This design comes from an exercise in tuning for small area on the open sky130 flow, not from production work. In this exercise RTL edits were held to simulation tests only and were not proved equivalent to the original. Power figures rest on the tool's default switching activity, not on a simulated workload.

==> tundra: inputs <==
==> flow/design.v (excerpt) <==
module eegFirFilter (
    input logic clk,
    input logic reset,
    input logic [12:0] sampleIn,
    output logic [30:0] filterOut
);
    logic v1, v2, v3, v4;
    logic [4:0] outCount;
    logic [11:0] d1, d2;
    logic [11:0] winIn;
    logic [11:0] w0;
    logic [11:0] w1;
    logic [11:0] w2;
    logic [11:0] w3;
    logic [11:0] w4;
    logic [11:0] w5;
    logic [11:0] w6;
    logic [11:0] w7;
    logic [11:0] w8;
    logic [11:0] w9;
    logic [11:0] w10;
    logic [11:0] w11;
    logic [11:0] w12;
    logic [11:0] w13;
    logic [11:0] w14;
    logic [11:0] w15;
    logic [11:0] w16;
    logic r2_0;
    logic r2_1;
    logic r2_2;
    logic r2_3;
    logic r2_4;
    logic r2_5;
    logic r2_6;
    logic r2_7;
    logic r2_8;
    logic r2_9;
    logic r2_10;
    logic r2_11;
    logic r2_12;
    logic r2_13;
    logic r2_14;
    logic r2_15;
    logic r2_16;
    logic r2_17;
    logic r2_18;
    logic r3_19;
    logic r2_20;
    logic r3_21;
    logic r2_22;
    logic r3_23;
    logic r2_24;
    logic r3_25;
    logic r2_26;
    logic r3_27;
    logic r2_28;
    logic r3_29;
    logic r2_30;
    logic r3_31;
    logic r2_32;
    logic r2_33;
    logic r2_34;
    logic r3_35;
    logic r2_36;
    logic r2_37;
    logic r2_38;
    logic r2_39;
    logic r3_40;
    logic r2_41;
    logic r2_42;
    logic r3_43;
    logic r2_44;
    logic r2_45;
    logic r2_46;
    logic r3_47;
    logic r2_48;
    logic r2_49;
    logic r3_50;
  ...
clock: 6.0 ns
lec_check: 0
abc_area: 0
cap_margin: 20
core_margin: 2
core_utilization: 75
cts_buf_list: sky130_fd_sc_hd__clkbuf_8
cts_cluster_diameter: 80
cts_cluster_size: 16
place_density: 0.85
slew_margin: 20
synth_hierarchical: 1
synth_minimum_keep_size: 0
standard.sh (not shown) runs the stock make flow with config.mk's settings and CLKGATE_MAP_FILE= SYNTH_SCRIPT=/design/flow/synth_recipe.tcl, a recipe that flattens the netlist after the stock synthesis.
==> flow/flow/run.sh <==
#!/bin/bash
# Layout flow: the standard ORFS flow, with the port buffers made from the
# smallest buffer cell (every input and output port still gets its own buffer).
set -euo pipefail
bash standard.sh "BUFFER_PORTS_ARGS=-buffer_cell sky130_fd_sc_hd__buf_1" finish > standard_flow.log 2>&1
==> quartz: changes against tundra <==
Settings changed: SETUP_SLACK_MARGIN set to 0.3.
==> run notes <==
item	tundra	quartz
Hold Path End	r3_21	d2[8]
Total Routed Length	34300 µm	38600 µm
Sequential cell fraction of total power	50.3%	49.2%
Post-CTS setup buffers	2	25
Crit-path most repeated cell	sky130_fd_sc_hd__fa_2	sky130_fd_sc_hd__fa_1
DRT iter0 DRCs	805	850
Relative area of clock buffers and inverters in the final design	1.94%	1.88%
Total leakage power	7.72 nW	7.71 nW
Worst Setup SP	w6[0]	w10[0]
Clock power frac	22.2%	22.1%
Final non-filler cell total	1472	1503
Multi-input logic area	9870 µm²	10200 µm²
Detailed-route wire length on metal 1	14800 µm	15300 µm
Met2 layer usage reported by global route	45.9%	50.9%
Number of cells upsized or downsized after cts	9	145
Vias in the first global route	9979	10400
Number of detailed-route iterations in the first pass	6	5
Internal reg-to-reg setup slack	0.06 ns	0.13 ns
Net Sw Frac	30.9%	31.5%
Outcome	timing/DRC/antenna clean	timing/DRC/antenna clean


==> inputs of 01-05 <==
eegFirFilter, a different RTL version from the one above (not shown whole).
clock: 6.0 ns
lec_check: 0
abc_area: 0
cap_margin: 20
core_margin: 2
core_utilization: 75
cts_buf_list: sky130_fd_sc_hd__clkbuf_8
cts_cluster_diameter: 60
cts_cluster_size: 14
place_density: 0.85
setup_slack_margin: 0.05
slew_margin: 20
synth_hierarchical: 1
synth_minimum_keep_size: 0
Scripts as last shown in full above: flow/flow/run.sh
==> inputs of 02-07, as changes to 01-05 <==
Settings changed: CORE_UTILIZATION 75 to 85, CTS_CLUSTER_DIAMETER 60 to 70, CTS_CLUSTER_SIZE 14 to 16, PLACE_DENSITY 0.85 to 0.92, SETUP_SLACK_MARGIN 0.05 to default.
==> comparison table <==
Overall global routing resource usage: 02-07 44.01%; 01-05 29.87%
Met2 usage: 02-07 70.45%; 01-05 44.73%
Well tap count: 02-07 265; 01-05 280
Share of cell area taken by multi-input logic gates: 02-07 55.19%; 01-05 54.97%
Critical Path Stages: 02-07 13; 01-05 14
Multi-input gate area: 02-07 9712 sq um; 01-05 9674 sq um
Number of placement rows: 02-07 51; 01-05 54
Net Sw Frac: 02-07 31.42%; 01-05 29.96%
Result of the run: 02-07 timing/DRC/antenna clean; 01-05 timing/DRC/antenna clean
Setup ws final: 02-07 0.03745 ns; 01-05 0.1812 ns
Detailed-routed wire length on met3: 02-07 5.024 mm; 01-05 3.053 mm
Slowest cell on crit path: 02-07 sky130_fd_sc_hd__fa_1; 01-05 sky130_fd_sc_hd__fa_2
Critical Path AT: 02-07 6.42 ns; 01-05 6.26 ns
First-pass GRT wire length: 02-07 64.84 mm; 01-05 53.27 mm
Detailed-routed wire length on met2: 02-07 20.78 mm; 01-05 15.16 mm
Area of the die: 02-07 20820 sq um; 01-05 23510 sq um
Clock Buffer Count: 02-07 26; 01-05 27
Final-stage net count: 02-07 1599; 01-05 1603
Sequential fraction of design power: 02-07 50.3%; 01-05 51.6%
Leakage component of the power: 02-07 0.007794 uW; 01-05 0.007850 uW
Worst-case clock skew: 02-07 0.04537 ns; 01-05 0.03376 ns
Peak ir drop on the vdd network: 02-07 0.0002711 V; 01-05 0.0002239 V
Routability cong.: 02-07 0.9762; 01-05 0.9734
Layout cells sized above 1: 02-07 5.135%; 01-05 4.104%


==> run a: inputs <==
eegFirFilter again, from the RTL that the note above started with.
Design eegFirFilter, start of the top module:
module eegFirFilter (
    input logic clk,
    input logic reset,
    input logic [12:0] sampleIn,
    output logic [30:0] filterOut
);
clock: 6.0 ns
lec_check: 0
abc_area: 0
cap_margin: 20
core_margin: 2
core_utilization: 75
cts_buf_list: sky130_fd_sc_hd__clkbuf_8
cts_cluster_diameter: 70
cts_cluster_size: 16
place_density: 0.75
slew_margin: 20
synth_hierarchical: 1
synth_minimum_keep_size: 0
Scripts as last shown in full above: flow/flow/run.sh
==> run b: changes against run a <==
--- a/flow/config.mk
+++ b/flow/config.mk
@@ -11,7 +11,7 @@
 export CORE_UTILIZATION = 75
 export CTS_BUF_LIST = sky130_fd_sc_hd__clkbuf_8
-export CTS_CLUSTER_DIAMETER = 70
-export CTS_CLUSTER_SIZE = 16
-export PLACE_DENSITY = 0.75
+export CTS_CLUSTER_DIAMETER = 60
+export CTS_CLUSTER_SIZE = 14
+export PLACE_DENSITY = 0.85
 export SLEW_MARGIN = 20
 export SYNTH_HIERARCHICAL = 1
==> qor summary <==
	run a	run b
Clock Power	1.04 mW	1.07 mW
Combinational power share	0.248	0.243
Reported net switching power	1.34 mW	1.33 mW
Clock insertion delay at the later pin of the skew report	0.59 ns	0.58 ns
Fraction of cell area in non-clock buffers	0.0122	0.0126
Final net count	1,599	1,603
Final standard cell area without fillers	17,600 um^2	17,600 um^2
Last weighted congestion value of the routability-driven placer	0.933	0.973
Maximum number of pins on one net before global-route repair	70	84
Arrival @ worst endpoint	6.34 ns	6.29 ns
Status	timing/DRC/antenna clean	timing/DRC/antenna clean
Post-route fraction of the period consumed by the critical path	0.978	0.975
Part of the power in the clock network	0.235	0.241
Global routing usage on met1	0.450	0.448
Wire length on met3	2600 um	3060 um
Total of clock buffers placed in the layout	24	27
Fill cell total of the finished layout	1,216	1,184
Total global-route track usage	0.290	0.299
Met3 Usage GRT	0.0856	0.0921
Total wirelength of the detailed-routed design	32,200 um	33,000 um
CTS buffer count	24	27
Register share of the cell area	0.360	0.359
Register-to-register setup slack	0.13 ns	0.15 ns
Bufs w/o clock	51	52


==> job 5795: inputs <==
Another version of the RTL of eegFirFilter (not shown whole).
==> flow/config.mk <==
export PLATFORM = sky130hd
export DESIGN_NAME = eegFirFilter
export DESIGN_NICKNAME = eegFirFilter
export VERILOG_FILES = /design/flow/design.v
export SDC_FILE = /design/flow/constraint.sdc
export NUM_CORES = 4
export LEC_CHECK = 0
export ABC_AREA = 0
export CAP_MARGIN = 20
export CORE_MARGIN = 2
export CORE_UTILIZATION = 75
export CTS_BUF_LIST = sky130_fd_sc_hd__clkbuf_16
export CTS_CLUSTER_DIAMETER = 80
export CTS_CLUSTER_SIZE = 20
export PLACE_DENSITY = 0.85
export SETUP_SLACK_MARGIN = 0.15
export SLEW_MARGIN = 20
export SYNTH_HIERARCHICAL = 1
export SYNTH_MINIMUM_KEEP_SIZE = 0
==> flow/constraint.sdc <==
create_clock -name core_clock -period 6.0 [get_ports {clk}]
set_input_delay 1.2000 -clock core_clock [delete_from_list [all_inputs] [get_ports {clk}]]
set_output_delay 1.2000 -clock core_clock [all_outputs]
set_load 0.01 [all_outputs]
Scripts as last shown in full above: flow/flow/run.sh
==> job 5405 (differences from job 5795) <==
--- a/flow/config.mk
+++ b/flow/config.mk
@@ -9,9 +9,9 @@
 export CAP_MARGIN = 20
 export CORE_MARGIN = 2
 export CORE_UTILIZATION = 75
-export CTS_BUF_LIST = sky130_fd_sc_hd__clkbuf_16
-export CTS_CLUSTER_DIAMETER = 80
-export CTS_CLUSTER_SIZE = 20
+export CTS_BUF_LIST = sky130_fd_sc_hd__clkbuf_8
+export CTS_CLUSTER_DIAMETER = 60
+export CTS_CLUSTER_SIZE = 14
 export PLACE_DENSITY = 0.85
 export SETUP_SLACK_MARGIN = 0.15
 export SLEW_MARGIN = 20
==> summary of the runs <==
Job 5405 finished clean. Job 5795 produced a clean layout. In sequential share of layout area, job 5795 and job 5405 hardly differ. Sequential power is about the same in job 5405 and job 5795. Register-to-register slack is about the same in job 5795 and job 5405. Of job 5795 and job 5405, job 5795 has the higher power (gap about 2.3%, measured against job 5405). Wire length: job 5405 is larger than job 5795 (about 1.2%).


==> raven: inputs <==
eegFirFilter with an RTL version that a note above also has.
clock: 6.0 ns
lec_check: 0
abc_area: 0
cap_margin: 20
core_margin: 2
core_utilization: 75
cts_buf_list: sky130_fd_sc_hd__clkbuf_8
cts_cluster_diameter: 60
cts_cluster_size: 14
place_density: 0.85
setup_slack_margin: 0.15
slew_margin: 20
synth_hierarchical: 1
synth_minimum_keep_size: 0
Scripts as last shown in full above: flow/flow/run.sh
==> xenon: changes against raven <==
CTS_CLUSTER_DIAMETER = 70   (was 60)
CTS_CLUSTER_SIZE = 16   (was 14)
GPL_TIMING_DRIVEN = 0   (was default)
SETUP_SLACK_MARGIN = default   (was 0.15)
==> qor.yml <==
power_and_ir_drop:
  combinationalPower_w: 0.00108
  pwr-share-comb: 0.244
  power.density_nw_per_um2: 251
cells_and_area:
  multi_input_area_um2: 9720
run_status:
  status: "timing/DRC/antenna clean"
drt:
  wl_met1_um: 14300
  wl_met3_um: 3130
grt:
  use_met3: 0.0930
timing:
  max_freq_ghz: 0.173
cts:
  cts.clk_slew.worst_paths_ns: 0.09
(the above is from raven)
==> qor.yml <==
cts:
  cts.clk_slew.worst_paths_ns: 0.10
grt:
  use_met3: 0.0788
power_and_ir_drop:
  pwr-share-comb: 0.269
  combinationalPower_w: 0.00122
  power.density_nw_per_um2: 253
drt:
  wl_met1_um: 14300
  wl_met3_um: 2830
  dr.first_iter.drc_count: 765
run_status:
  status: "timing/DRC/antenna clean"
synth:
  avgSynthCellArea_um2: 14.8
  synth_cells: 1129
min_path:
  holdPathEnd: "r3_26"
timing:
  max_freq_ghz: 0.170
cells_and_area:
  utilization: 0.824
  top_area_cell_class: "multi-input gates"
  multi_input_area_um2: 9680
critical_path:
  cp-end-kind: "flip-flop"
(the above is from xenon)


==> trial 18: inputs <==
eegFirFilter again, from the RTL that the note above started with.
export LEC_CHECK = 0
export ABC_AREA = 0
export CAP_MARGIN = 10
export CORE_MARGIN = 2
export CORE_UTILIZATION = 75
export CTS_BUF_LIST = sky130_fd_sc_hd__clkbuf_8
export CTS_CLUSTER_DIAMETER = 70
export CTS_CLUSTER_SIZE = 16
export PLACE_DENSITY = 0.85
export SLEW_MARGIN = 10
export SYNTH_HIERARCHICAL = 1
export SYNTH_MINIMUM_KEEP_SIZE = 0
create_clock -name core_clock -period 6.0 [get_ports {clk}]
Scripts as last shown in full above: flow/flow/run.sh
==> trial 26: changes against trial 18 <==
--- a/flow/config.mk
+++ b/flow/config.mk
@@ -7,5 +7,5 @@
 export LEC_CHECK = 0
 export ABC_AREA = 0
-export CAP_MARGIN = 10
+export CAP_MARGIN = 20
 export CORE_MARGIN = 2
 export CORE_UTILIZATION = 75
@@ -14,5 +14,5 @@
 export CTS_CLUSTER_SIZE = 16
 export PLACE_DENSITY = 0.85
-export SLEW_MARGIN = 10
+export SLEW_MARGIN = 20
 export SYNTH_HIERARCHICAL = 1
 export SYNTH_MINIMUM_KEEP_SIZE = 0
==> metrics.cfg <==
[global_route]
met1_usage=0.455
grt_pass1_vias=9566
track_usage=0.295

[critical_path]
worstSetupStartpointType=register

[status]
status=timing/DRC/antenna clean

[logic_synthesis]
synth_area_leaders=fa_1, dfxtp_1, a22o_1, inv_1, ha_1
synth-simple-area-share=0.00539
synthXorXnorAreaFrac=0.00209
ys_top_cells_by_count=fa_1, dfxtp_1, a22o_1
synth_top_area_cell=fa_1

[final_layout]
final_cell_mix=fa_1, dfxtp_1, a22o_1
postLayoutCellArea_sq_um=17600

[route]
wl_met3_microns=2860
drt-pass1-iter-count=5

[floorplan]
ioPinCount=46

[power_and_ir_drop]
pwr-share-comb=0.245

[sta]
tightest_slew_ns=0.874

-- figures above: trial 18

==> metrics.cfg <==
[sta]
tightest_slew_ns=0.874

[power_and_ir_drop]
pwr-share-comb=0.245

[logic_synthesis]
synthXorXnorAreaFrac=0.00209
synth_area_leaders=fa_1, dfxtp_1, a22o_1, inv_1, ha_1
synth_top_area_cell=fa_1

[global_route]
track_usage=0.295
grt_pass1_vias=9566
met1_usage=0.455

[route]
drt-pass1-iter-count=5

[critical_path]
worstSetupStartpointType=register

[status]
status=timing/DRC/antenna clean

-- figures above: trial 26

-- afterwards: timing with drivers on the ports --
How much do the figures lean on ideal ports? The routed layouts below were timed once more, with nothing changed but the port constraints. Step 1: set_driving_cell puts a clkbuf_16 on clk and a buf_2 on each other input, an assumption about the parent block. Step 2 moves the port delays by t, midway between the first and last clock arrival at a register: inputs arrive t later, outputs are due t later. That takes back most of the time a late clock gives input paths. Slacks: no drivers / after step 1 / after step 2; pairs: no drivers / after step 1.
run	t (ns)	setup slack, ns	clock arrival spread, ns	pins driven straight from the clock port
tundra	0.602	0.056 / 0.056 / 0.056	0.025 / 0.026	1
quartz	0.603	0.128 / 0.128 / 0.128	0.030 / 0.031	1
01-05	0.614	0.181 / 0.181 / 0.181	0.034 / 0.034	1
02-07	0.645	0.037 / 0.037 / 0.037	0.045 / 0.045	1
run a	0.627	0.131 / 0.131 / 0.131	0.021 / 0.021	1
run b	0.614	0.151 / 0.151 / 0.151	0.034 / 0.034	1
job 5795	0.560	0.140 / 0.140 / 0.140	0.015 / 0.016	1
job 5405	0.637	0.148 / 0.148 / 0.148	0.035 / 0.035	1
raven	0.611	0.213 / 0.213 / 0.213	0.031 / 0.031	1
xenon	0.623	0.101 / 0.101 / 0.101	0.022 / 0.022	1
trial 18	0.617	0.142 / 0.142 / 0.142	0.035 / 0.035	1
trial 26	0.617	0.142 / 0.142 / 0.142	0.035 / 0.035	1
After both steps every run listed still meets setup and hold.
